This design comes from an exercise in tuning for small area on the open sky130 flow, not from production work.
In this exercise RTL edits were held to simulation tests only and were not proved equivalent to the original.
Power figures rest on the tool's default switching activity, not on a simulated workload.

==> run a: inputs <==
==> flow/design.v <==
package swm_pkg;
    localparam int WINDOW_MAX_DEF   = 64;
    localparam int SAMPLE_WIDTH_DEF = 16;
    localparam int CFG_W            = 7;
    localparam logic [CFG_W-1:0] WINDOW_RESET = CFG_W'(1);
endpackage
module sliding_window_maximum_core #(
    parameter int WINDOW_MAX   = swm_pkg::WINDOW_MAX_DEF,
    parameter int SAMPLE_WIDTH = swm_pkg::SAMPLE_WIDTH_DEF,
    parameter int TDATA_W      = ((SAMPLE_WIDTH + 7) / 8) * 8
) (
    input  logic                      i_clk,
    input  logic                      i_rst_n,
    input  logic                      i_s_tvalid,
    output logic                      o_s_tready,
    input  logic [TDATA_W-1:0]        i_s_tdata,    
    input  logic                      i_s_tuser,    
    output logic                      o_m_tvalid,
    input  logic                      i_m_tready,
    output logic [TDATA_W-1:0]        o_m_tdata,    
    input  logic                      i_cfg_we,
    input  logic [swm_pkg::CFG_W-1:0] i_cfg_wdata
);
    localparam int AGE_W = $clog2(WINDOW_MAX + 1);
    localparam int NS    = 63;                        
    localparam int GRP   = 4;                         
    localparam int NSEG  = 6;
    function automatic int seg_len(input int g);
        case (g)
            0:       seg_len = 28;
            1:       seg_len = 16;
            2:       seg_len = 8;
            3:       seg_len = 4;
            4:       seg_len = 2;
            default: seg_len = 1;
        endcase
    endfunction
    function automatic int seg_base(input int g);
        seg_base = GRP;
        for (int i = 0; i < g; i++) begin
            seg_base = seg_base + seg_len(i);
        end
    endfunction
    logic [AGE_W-1:0]               r_k;            
    logic [AGE_W-1:0]               cfg_k;
    logic [AGE_W-1:0]               r_fill;
    logic [AGE_W-1:0]               n_fill;
    logic [AGE_W-1:0]               fill_base;
    logic [AGE_W-1:0]               win_k;
    logic                           r_out_valid;
    logic [SAMPLE_WIDTH-1:0]        r_out;
    logic                           accept;
    logic                           advance;
    logic                           emit;
    logic [SAMPLE_WIDTH-1:0]        sample;
    logic [SAMPLE_WIDTH-1:0]        r_s  [NS];      
    logic [SAMPLE_WIDTH-1:0]        n_s  [NS];
    logic [SAMPLE_WIDTH-1:0]        r_m;            
    logic [SAMPLE_WIDTH-1:0]        m_prev;         
    logic                           only_x;         
    logic [SAMPLE_WIDTH-1:0]        chain [NSEG+1];  
    logic [NSEG-1:0]                seg_on;         
    logic [NSEG-1:0]                cfg_seg;
    logic [SAMPLE_WIDTH-1:0]        m01;
    logic [SAMPLE_WIDTH-1:0]        m012;
    logic                           c10;            
    logic                           c20;            
    logic                           c21;            
    logic [SAMPLE_WIDTH-1:0]        m_new;          
    logic [SAMPLE_WIDTH-1:0]        m_old;          
    logic                           has_new;
    logic                           has_old;
    logic                           x_gt_new;
    logic                           x_gt_old;
    logic                           new_gt_old;
    logic [SAMPLE_WIDTH-1:0]        result;
    function automatic logic gt_s(input logic [SAMPLE_WIDTH-1:0] a,
                                  input logic [SAMPLE_WIDTH-1:0] b);
        logic [SAMPLE_WIDTH-1:0] ua, ub;
        logic c_lo, c_hi, p_hi;
        ua = {!a[SAMPLE_WIDTH-1], a[SAMPLE_WIDTH-2:0]};
        ub = {!b[SAMPLE_WIDTH-1], b[SAMPLE_WIDTH-2:0]};
        c_lo = 1'b0;
        c_hi = 1'b0;
        p_hi = 1'b1;
        for (int i = 0; i < SAMPLE_WIDTH / 2; i++) begin
            c_lo = (ua[i] & !ub[i]) | (c_lo & (ua[i] | !ub[i]));
        end
        for (int i = SAMPLE_WIDTH / 2; i < SAMPLE_WIDTH; i++) begin
            c_hi = (ua[i] & !ub[i]) | (c_hi & (ua[i] | !ub[i]));
            p_hi = p_hi & (ua[i] | !ub[i]);
        end
        gt_s = c_hi | (p_hi & c_lo);
    endfunction
    assign o_s_tready = !r_out_valid || i_m_tready;
    assign accept     = i_s_tvalid && o_s_tready;
    assign advance    = accept && !i_cfg_we;
    assign sample     = i_s_tdata[SAMPLE_WIDTH-1:0];
    function automatic logic [NSEG-1:0] seg_dec(input logic [AGE_W-1:0] k);
        logic [AGE_W-1:0] span;
        logic [NSEG-1:0]  on;
        on = '0;
        if (k >= AGE_W'(GRP + 1)) begin
            span  = k - AGE_W'(GRP + 1);
            on[0] = (span >= AGE_W'(28));
            if (on[0]) begin
                span = span - AGE_W'(28);
            end
            on[1] = span[4];
            on[2] = span[3];
            on[3] = span[2];
            on[4] = span[1];
            on[5] = span[0];
        end
        seg_dec = on;
    endfunction
    always_comb begin
        if (i_cfg_wdata == '0) begin
            cfg_k = AGE_W'(1);
        end else if (32'(i_cfg_wdata) > 32'(WINDOW_MAX)) begin
            cfg_k = AGE_W'(WINDOW_MAX);
        end else begin
            cfg_k = AGE_W'(i_cfg_wdata);
        end
        cfg_seg = seg_dec(cfg_k);
    end
    assign win_k = r_k;
    always_comb begin
        fill_base = i_s_tuser ? '0 : r_fill;
        n_fill    = (32'(fill_base) < 32'(WINDOW_MAX)) ? fill_base + 1'b1 : fill_base;
        emit      = (n_fill >= win_k);
    end
    always_comb begin
        c10  = gt_s(r_s[1], r_s[0]);
        c20  = gt_s(r_s[2], r_s[0]);
        c21  = gt_s(r_s[2], r_s[1]);
        m01  = c10 ? r_s[1] : r_s[0];
        if (c20 && c21) begin
            m012 = r_s[2];
        end else begin
            m012 = m01;
        end
        case (win_k)
            AGE_W'(3): m_prev = r_s[0];
            AGE_W'(4): m_prev = m01;
            default:   m_prev = m012;
        endcase
        only_x = (win_k <= AGE_W'(2));
        m_new  = r_m;
        has_new = (win_k >= AGE_W'(2));
    end
    always_comb begin
        chain[0] = r_s[GRP-1];
        for (int g = 0; g < NSEG; g++) begin
            chain[g+1] = seg_on[g] ? r_s[seg_base(g) + seg_len(g) - 1] : chain[g];
        end
        n_s[0] = sample;
        for (int p = 1; p < GRP; p++) begin
            n_s[p] = r_s[p-1];
        end
        for (int g = 0; g < NSEG; g++) begin
            n_s[seg_base(g)] = chain[g];
            for (int j = 1; j < seg_len(g); j++) begin
                if ((j - 1) % GRP == 0) begin
                    n_s[seg_base(g) + j] = gt_s(r_m, r_s[seg_base(g) + j - 1]) ?
                                           r_m : r_s[seg_base(g) + j - 1];
                end else begin
                    n_s[seg_base(g) + j] = r_s[seg_base(g) + j - 1];
                end
            end
        end
        m_old   = chain[NSEG];
        has_old = (win_k >= AGE_W'(GRP + 1));
    end
    always_comb begin
        x_gt_new   = !has_new || gt_s(sample, m_new);
        x_gt_old   = !has_old || gt_s(sample, m_old);
        new_gt_old = !has_old || gt_s(m_new, m_old);
        if (x_gt_new && x_gt_old) begin
            result = sample;
        end else if (new_gt_old && !x_gt_new) begin
            result = m_new;
        end else begin
            result = m_old;
        end
    end
    always_ff @(posedge i_clk) begin
        if (accept) begin
            for (int p = 0; p < NS; p++) begin
                r_s[p] <= n_s[p];
            end
            r_m <= (only_x || gt_s(sample, m_prev)) ? sample : m_prev;
        end
    end
    always_ff @(posedge i_clk) begin
        if (!i_rst_n) begin
            r_k         <= AGE_W'(swm_pkg::WINDOW_RESET);
            seg_on      <= seg_dec(AGE_W'(swm_pkg::WINDOW_RESET));
            r_fill      <= '0;
            r_out_valid <= 1'b0;
        end else begin
            if (i_cfg_we) begin
                r_k      <= cfg_k;
                seg_on   <= cfg_seg;
                r_fill   <= '0;
            end else if (accept) begin
                r_fill <= n_fill;
            end
            if (advance && emit) begin
                r_out_valid <= 1'b1;
            end else if (i_m_tready) begin
                r_out_valid <= 1'b0;
            end
        end
    end
    always_ff @(posedge i_clk) begin
        if (advance && emit) begin
            r_out <= result;
        end
    end
    assign o_m_tvalid = r_out_valid;
    assign o_m_tdata  = TDATA_W'(r_out);
endmodule
==> flow/flow/run.sh <==
#!/bin/bash
# Own layout flow: the standard flow (standard.sh) with these changes:
#  - clock tree synthesis runs without dummy loads;
#  - the port buffers are the smallest buffer cell.
# Each tool's output goes to the ORFS logs under orfs/logs; make's own output to
# standard.log in this folder.
set -euo pipefail
W=$PWD
rm -rf "$W/scripts_own"
cp -r "$FLOW_HOME/scripts" "$W/scripts_own"
cp "$W/flow/abc_area.script" "$W/scripts_own/abc_area.script"
CTS="-sink_clustering_enable -repair_clock_nets -sink_clustering_size 30 -sink_clustering_max_diameter 80 -buf_list sky130_fd_sc_hd__clkbuf_16 -dont_use_dummy_load"
bash "$W/standard.sh" "SCRIPTS_DIR=$W/scripts_own" "CTS_ARGS=$CTS" \
    "BUFFER_PORTS_ARGS=-buffer_cell sky130_fd_sc_hd__buf_1" finish > "$W/standard.log" 2>&1
==> flow/flow/abc_area.script <==
strash
dc2
dch -f
amap
topo
stime -c
upsize -c
dnsize -c
==> flow/standard.sh <==
#!/bin/bash
# synth_recipe.tcl (not shown) runs the flow's synth.tcl, then flattens the netlist and writes it again
# the make line also repeats each setting of config.mk as NAME=value (left out here)
make -C /OpenROAD-flow-scripts/flow DESIGN_CONFIG=/design/flow/config.mk WORK_HOME=/design/flow/orfs CLKGATE_MAP_FILE= SYNTH_SCRIPT=/design/flow/synth_recipe.tcl "${@:-finish}"
==> flow/config.mk <==
export PLATFORM = sky130hd
export DESIGN_NAME = sliding_window_maximum_core
export DESIGN_NICKNAME = sliding_window_maximum_core
export VERILOG_FILES = /design/flow/design.v
export SDC_FILE = /design/flow/constraint.sdc
export NUM_CORES = 4
export LEC_CHECK = 0
export ABC_AREA = 1
export CAP_MARGIN = 20
export CORE_MARGIN = 2
export CORE_UTILIZATION = 70
export CTS_BUF_LIST = sky130_fd_sc_hd__clkbuf_16
export CTS_CLUSTER_DIAMETER = 80
export CTS_CLUSTER_SIZE = 30
export GPL_TIMING_DRIVEN = 0
export SLEW_MARGIN = 20
==> flow/constraint.sdc <==
create_clock -name core_clock -period 6.0 [get_ports {i_clk}]
set_input_delay 1.2000 -clock core_clock [delete_from_list [all_inputs] [get_ports {i_clk}]]
set_output_delay 1.2000 -clock core_clock [all_outputs]
set_load 0.01 [all_outputs]
==> run b (differences from run a) <==
--- a/flow/design.v
+++ b/flow/design.v
@@ -41,8 +41,7 @@
             seg_base = seg_base + seg_len(i);
         end
     endfunction
-    logic [AGE_W-1:0]               r_k;            
-    logic [AGE_W-1:0]               cfg_k;
+    logic [swm_pkg::CFG_W-1:0]      r_window;
     logic [AGE_W-1:0]               r_fill;
     logic [AGE_W-1:0]               n_fill;
     logic [AGE_W-1:0]               fill_base;
@@ -56,16 +55,12 @@
     logic [SAMPLE_WIDTH-1:0]        r_s  [NS];      
     logic [SAMPLE_WIDTH-1:0]        n_s  [NS];
     logic [SAMPLE_WIDTH-1:0]        r_m;            
-    logic [SAMPLE_WIDTH-1:0]        m_prev;         
-    logic                           only_x;         
     logic [SAMPLE_WIDTH-1:0]        chain [NSEG+1];  
-    logic [NSEG-1:0]                seg_on;         
-    logic [NSEG-1:0]                cfg_seg;
+    logic [NSEG-1:0]                seg_on;
+    logic [AGE_W-1:0]               span;           
+    logic [AGE_W-1:0]               span_lo;
     logic [SAMPLE_WIDTH-1:0]        m01;
     logic [SAMPLE_WIDTH-1:0]        m012;
-    logic                           c10;            
-    logic                           c20;            
-    logic                           c21;            
     logic [SAMPLE_WIDTH-1:0]        m_new;          
     logic [SAMPLE_WIDTH-1:0]        m_old;          
     logic                           has_new;
@@ -76,77 +71,74 @@
     logic [SAMPLE_WIDTH-1:0]        result;
     function automatic logic gt_s(input logic [SAMPLE_WIDTH-1:0] a,
                                   input logic [SAMPLE_WIDTH-1:0] b);
-        logic [SAMPLE_WIDTH-1:0] ua, ub;
-        logic c_lo, c_hi, p_hi;
+        logic c;
+        c = 1'b0;
+        for (int i = 0; i < SAMPLE_WIDTH; i++) begin
+            if (i == SAMPLE_WIDTH - 1) begin
+                c = (!a[i] & b[i]) | (c & (!a[i] | b[i]));
+            end else begin
+                c = (a[i] & !b[i]) | (c & (a[i] | !b[i]));
+            end
+        end
+        gt_s = c;
+    endfunction
+    function automatic logic gt_f(input logic [SAMPLE_WIDTH-1:0] a,
+                                  input logic [SAMPLE_WIDTH-1:0] b);
+        logic [SAMPLE_WIDTH-1:0] ua, ub, g, ne;
+        logic [SAMPLE_WIDTH/4-1:0] gg, gp;
+        logic r;
         ua = {!a[SAMPLE_WIDTH-1], a[SAMPLE_WIDTH-2:0]};
         ub = {!b[SAMPLE_WIDTH-1], b[SAMPLE_WIDTH-2:0]};
-        c_lo = 1'b0;
-        c_hi = 1'b0;
-        p_hi = 1'b1;
-        for (int i = 0; i < SAMPLE_WIDTH / 2; i++) begin
-            c_lo = (ua[i] & !ub[i]) | (c_lo & (ua[i] | !ub[i]));
-        end
-        for (int i = SAMPLE_WIDTH / 2; i < SAMPLE_WIDTH; i++) begin
-            c_hi = (ua[i] & !ub[i]) | (c_hi & (ua[i] | !ub[i]));
-            p_hi = p_hi & (ua[i] | !ub[i]);
-        end
-        gt_s = c_hi | (p_hi & c_lo);
+        g  = ua & ~ub;                  
+        ne = ua | ~ub;                  
+        for (int q = 0; q < SAMPLE_WIDTH / 4; q++) begin
+            gg[q] = g[4*q+3] | (ne[4*q+3] & g[4*q+2]) | (ne[4*q+3] & ne[4*q+2] & g[4*q+1]) |
+                    (ne[4*q+3] & ne[4*q+2] & ne[4*q+1] & g[4*q]);
+            gp[q] = ne[4*q+3] & ne[4*q+2] & ne[4*q+1] & ne[4*q];
+        end
+        r = 1'b0;
+        for (int q = 0; q < SAMPLE_WIDTH / 4; q++) begin
+            r = gg[q] | (gp[q] & r);
+        end
+        gt_f = r;
     endfunction
     assign o_s_tready = !r_out_valid || i_m_tready;
     assign accept     = i_s_tvalid && o_s_tready;
     assign advance    = accept && !i_cfg_we;
     assign sample     = i_s_tdata[SAMPLE_WIDTH-1:0];
-    function automatic logic [NSEG-1:0] seg_dec(input logic [AGE_W-1:0] k);
-        logic [AGE_W-1:0] span;
-        logic [NSEG-1:0]  on;
-        on = '0;
-        if (k >= AGE_W'(GRP + 1)) begin
-            span  = k - AGE_W'(GRP + 1);
-            on[0] = (span >= AGE_W'(28));
-            if (on[0]) begin
-                span = span - AGE_W'(28);
-            end
-            on[1] = span[4];
-            on[2] = span[3];
-            on[3] = span[2];
-            on[4] = span[1];
-            on[5] = span[0];
-        end
-        seg_dec = on;
-    endfunction
-    always_comb begin
-        if (i_cfg_wdata == '0) begin
-            cfg_k = AGE_W'(1);
-        end else if (32'(i_cfg_wdata) > 32'(WINDOW_MAX)) begin
-            cfg_k = AGE_W'(WINDOW_MAX);
+    always_comb begin
+        if (r_window == '0) begin
+            win_k = AGE_W'(1);
+        end else if (32'(r_window) > 32'(WINDOW_MAX)) begin
+            win_k = AGE_W'(WINDOW_MAX);
         end else begin
-            cfg_k = AGE_W'(i_cfg_wdata);
-        end
-        cfg_seg = seg_dec(cfg_k);
-    end
-    assign win_k = r_k;
+            win_k = AGE_W'(r_window);
+        end
+    end
     always_comb begin
         fill_base = i_s_tuser ? '0 : r_fill;
         n_fill    = (32'(fill_base) < 32'(WINDOW_MAX)) ? fill_base + 1'b1 : fill_base;
         emit      = (n_fill >= win_k);
     end
     always_comb begin
-        c10  = gt_s(r_s[1], r_s[0]);
-        c20  = gt_s(r_s[2], r_s[0]);
-        c21  = gt_s(r_s[2], r_s[1]);
-        m01  = c10 ? r_s[1] : r_s[0];
-        if (c20 && c21) begin
-            m012 = r_s[2];
-        end else begin
-            m012 = m01;
-        end
+        span      = win_k - AGE_W'(GRP + 1);
+        seg_on[0] = (span >= AGE_W'(28));
+        span_lo   = seg_on[0] ? span - AGE_W'(28) : span;
+        seg_on[1] = span_lo[4];
+        seg_on[2] = span_lo[3];
+        seg_on[3] = span_lo[2];
+        seg_on[4] = span_lo[1];
+        seg_on[5] = span_lo[0];
+    end
+    always_comb begin
+        m01  = gt_f(r_s[1], r_s[0]) ? r_s[1] : r_s[0];
+        m012 = gt_f(r_s[2], m01) ? r_s[2] : m01;
         case (win_k)
-            AGE_W'(3): m_prev = r_s[0];
-            AGE_W'(4): m_prev = m01;
-            default:   m_prev = m012;
+            AGE_W'(2): m_new = r_s[0];
+            AGE_W'(3): m_new = m01;
+            AGE_W'(4): m_new = m012;
+            default:   m_new = r_m;
         endcase
-        only_x = (win_k <= AGE_W'(2));
-        m_new  = r_m;
         has_new = (win_k >= AGE_W'(2));
     end
     always_comb begin
@@ -173,9 +165,9 @@
         has_old = (win_k >= AGE_W'(GRP + 1));
     end
     always_comb begin
-        x_gt_new   = !has_new || gt_s(sample, m_new);
-        x_gt_old   = !has_old || gt_s(sample, m_old);
-        new_gt_old = !has_old || gt_s(m_new, m_old);
+        x_gt_new   = !has_new || gt_f(sample, m_new);
+        x_gt_old   = !has_old || gt_f(sample, m_old);
+        new_gt_old = !has_old || gt_f(m_new, m_old);
         if (x_gt_new && x_gt_old) begin
             result = sample;
         end else if (new_gt_old && !x_gt_new) begin
@@ -189,19 +181,17 @@
             for (int p = 0; p < NS; p++) begin
                 r_s[p] <= n_s[p];
             end
-            r_m <= (only_x || gt_s(sample, m_prev)) ? sample : m_prev;
+            r_m <= gt_f(sample, m012) ? sample : m012;
         end
     end
     always_ff @(posedge i_clk) begin
         if (!i_rst_n) begin
-            r_k         <= AGE_W'(swm_pkg::WINDOW_RESET);
-            seg_on      <= seg_dec(AGE_W'(swm_pkg::WINDOW_RESET));
+            r_window    <= swm_pkg::WINDOW_RESET;
             r_fill      <= '0;
             r_out_valid <= 1'b0;
         end else begin
             if (i_cfg_we) begin
-                r_k      <= cfg_k;
-                seg_on   <= cfg_seg;
+                r_window <= i_cfg_wdata;
                 r_fill   <= '0;
             end else if (accept) begin
                 r_fill <= n_fill;
==> flow/run.sh (new file) <==
#!/bin/bash
# synth_recipe.tcl (not shown) runs the flow's synth.tcl, then flattens the netlist and writes it again
# the make line also repeats each setting of config.mk as NAME=value (left out here)
make -C /OpenROAD-flow-scripts/flow DESIGN_CONFIG=/design/flow/config.mk WORK_HOME=/design/flow/orfs CLKGATE_MAP_FILE= SYNTH_SCRIPT=/design/flow/synth_recipe.tcl finish
ABC_AREA = not set   (was 1)
CORE_UTILIZATION = 40   (was 70)
CTS_BUF_LIST = not set   (was sky130_fd_sc_hd__clkbuf_16)
CTS_CLUSTER_DIAMETER = not set   (was 80)
CTS_CLUSTER_SIZE = not set   (was 30)
GPL_TIMING_DRIVEN = not set   (was 0)
removed: flow/flow/run.sh
removed: flow/flow/abc_area.script
removed: flow/standard.sh
==> run c (differences from run a) <==
CORE_UTILIZATION = 65   (was 70)
SETUP_SLACK_MARGIN = 0.1   (was not set)
==> run d (differences from run a) <==
--- a/flow/design.v
+++ b/flow/design.v
@@ -74,6 +74,19 @@
     logic                           x_gt_old;
     logic                           new_gt_old;
     logic [SAMPLE_WIDTH-1:0]        result;
+    function automatic logic gt_r(input logic [SAMPLE_WIDTH-1:0] a,
+                                  input logic [SAMPLE_WIDTH-1:0] b);
+        logic c;
+        c = 1'b0;
+        for (int i = 0; i < SAMPLE_WIDTH; i++) begin
+            if (i == SAMPLE_WIDTH - 1) begin
+                c = (!a[i] & b[i]) | (c & (!a[i] | b[i]));
+            end else begin
+                c = (a[i] & !b[i]) | (c & (a[i] | !b[i]));
+            end
+        end
+        gt_r = c;
+    endfunction
     function automatic logic gt_s(input logic [SAMPLE_WIDTH-1:0] a,
                                   input logic [SAMPLE_WIDTH-1:0] b);
         logic [SAMPLE_WIDTH-1:0] ua, ub;
@@ -162,7 +175,7 @@
             n_s[seg_base(g)] = chain[g];
             for (int j = 1; j < seg_len(g); j++) begin
                 if ((j - 1) % GRP == 0) begin
-                    n_s[seg_base(g) + j] = gt_s(r_m, r_s[seg_base(g) + j - 1]) ?
+                    n_s[seg_base(g) + j] = gt_r(r_m, r_s[seg_base(g) + j - 1]) ?
                                            r_m : r_s[seg_base(g) + j - 1];
                 end else begin
                     n_s[seg_base(g) + j] = r_s[seg_base(g) + j - 1];
==> flow/flow/abc_area.script (replaced) <==
strash
dc2
dch -f
amap -m -F 20 -A 20
topo
stime -c
upsize -c
dnsize -c
SETUP_SLACK_MARGIN = 0.1   (was not set)
==> impl.org <==
** Finish
- Number of multi-input combinational cells in the layout :: 1421
- Fill cell instance count of the final layout :: 3323
- For this run, the post-layout net count is 2783.

** Pwr
- Net switching is 26.0% of the power.
- In this run, the combinational gates consume 15.6% of the power.

** Status
- Run status :: finished clean

** Floorplan
- The floorplan step defined a core boundary enclosing 0.0566 mm^2.

** Synth
- The synthesized netlist devotes 0% of its cell area to XOR and XNOR gates.
- Fraction of the mapped netlist area in adder cells :: 0.342%

** CTS
- At the later pin of the worst-skew pair, clock insertion delay measures 0.62 ns.

** Global routing
- The first global-routing pass estimated 118 mm of wire.

** Place
- Once placement completed, the tool counted placed cells totaling 3443.
(the above is from run d)
==> impl.org <==
** Synth
- Summing the areas of all xor and xnor instances in the mapped netlist gives 0% of the synthesized area.
- After Yosys synthesis, full adders, half adders and majority gates account for 0.340% of the synthesized area.

** Finish
- Across the whole layout, multi-input logic makes up 17.7% of the cell area.
- In the final layout, flip-flops and latches occupy 0.0317 mm^2.
- Fill cells in the final layout number 3917.
- For this run, combinational gates with multiple inputs come to 1224.
- At the end of the flow, the number of nets in the layout was 2786.

** Pwr
- Power share of the clock group :: 21.2%
- The share of total power dissipated in combinational logic is 16.9%.
- Net switching is 27.2% of the power.

** STA
- Across the routed clock network, the largest skew measured is 0.0543 ns.

** Floorplan
- Die footprint :: 0.0643 mm^2
- 47 I/O pins were placed.

** Place
- The number of placed instances, taps included, is 3515.

** Status
- The flow ran to the end and the layout has no timing, DRC or antenna violations.

** CTS
- The tree is rooted in a clkbuf_16.
- Clk Latency, worst-skew pair :: 0.63 ns

** Global routing
- Wire length of the first global-routing pass :: 136 mm
(the above is from run c)
==> impl.org <==
** Status
- The run finished with no timing, DRC or antenna violations.

** Place
- Inst Count DP :: 3443

** Finish
- Number of multi-input combinational cells in the layout :: 1224
- Fill cell instance count of the final layout :: 3302

** Floorplan
- The core region is 0.0575 mm^2.
- 47 I/O pins were placed.

** Route
- The routed layout has 24705 vias.

** Synth
- The synthesized netlist devotes 0.340% of its cell area to adder and majority cells.
- Synth Area in XOR/XNOR :: 0%
- Of the synthesized area, sequential elements account for 78.2%.

** Pwr
- In this run, the combinational gates consume 17.0% of the power.
- Peak VDD IR :: 0.299 mV
- Net switching fraction of the power :: 27.2%

** Global routing
- Summed over all layers, the global routing overflow is 0.
- Wire length of the first global-routing pass :: 138 mm

** Critical path
- Critical Path End Type :: register
- Largest delay share family, worst path :: compound AO/OA/AOI/OAI gates

** CTS
- At the later pin of the worst-skew pair, clock insertion delay measures 0.62 ns.
(the above is from run a)
==> impl.org <==
** Status
- Run status :: failed layout checks
- The run did not pass the layout checks because of negative setup slack.

** Floorplan
- Area of the placeable core :: 0.105 mm^2

** Pwr
- Fraction of power consumed by combinational cells :: 23.7%
- Net switching fraction of the power :: 27.8%

** STA
- In the post-route analysis, the smallest setup slack over all paths is -0.0652 ns.
- Setup violations remaining at the end of the flow were counted as 25.

** Finish
- Number of multi-input combinational cells in the layout :: 1410
- The layout has 8689 filler cells.

** Place
- Inst Count DP :: 4289

** Synth
- Of the total synthesized cell area, the portion taken by full adders, half adders and majority gates is 6.69%.

** Global routing
- Wire length of the first global-routing pass :: 150 mm
(the above is from run b)

==> static timing again, ports no longer ideal <==
The flow's constraints put no driver on any port. The routed layouts listed below were extracted and timed again, unchanged, in two steps.
Step 1 assumes that a clkbuf_16 drives the clock port and a buf_2 every other input.
Step 2 times the ports against the registers' clock, not the clock port: input delays grow and output delays shrink by t, the midpoint of the rising clock arrivals with the driver on.
Three values: ideal ports, drivers, drivers and shift; two values: the first two.
run	t, ns	setup WS [ns]	worst register clock-pin slew, ns
run a	0.657	0.280 / 0.280 / 0.280	0.11 / 0.11
run b	0.747	-0.065 / -0.065 / -0.065	0.07 / 0.07
run c	0.668	0.291 / 0.291 / 0.291	0.11 / 0.11
run d	0.651	0.308 / 0.308 / 0.308	0.11 / 0.11
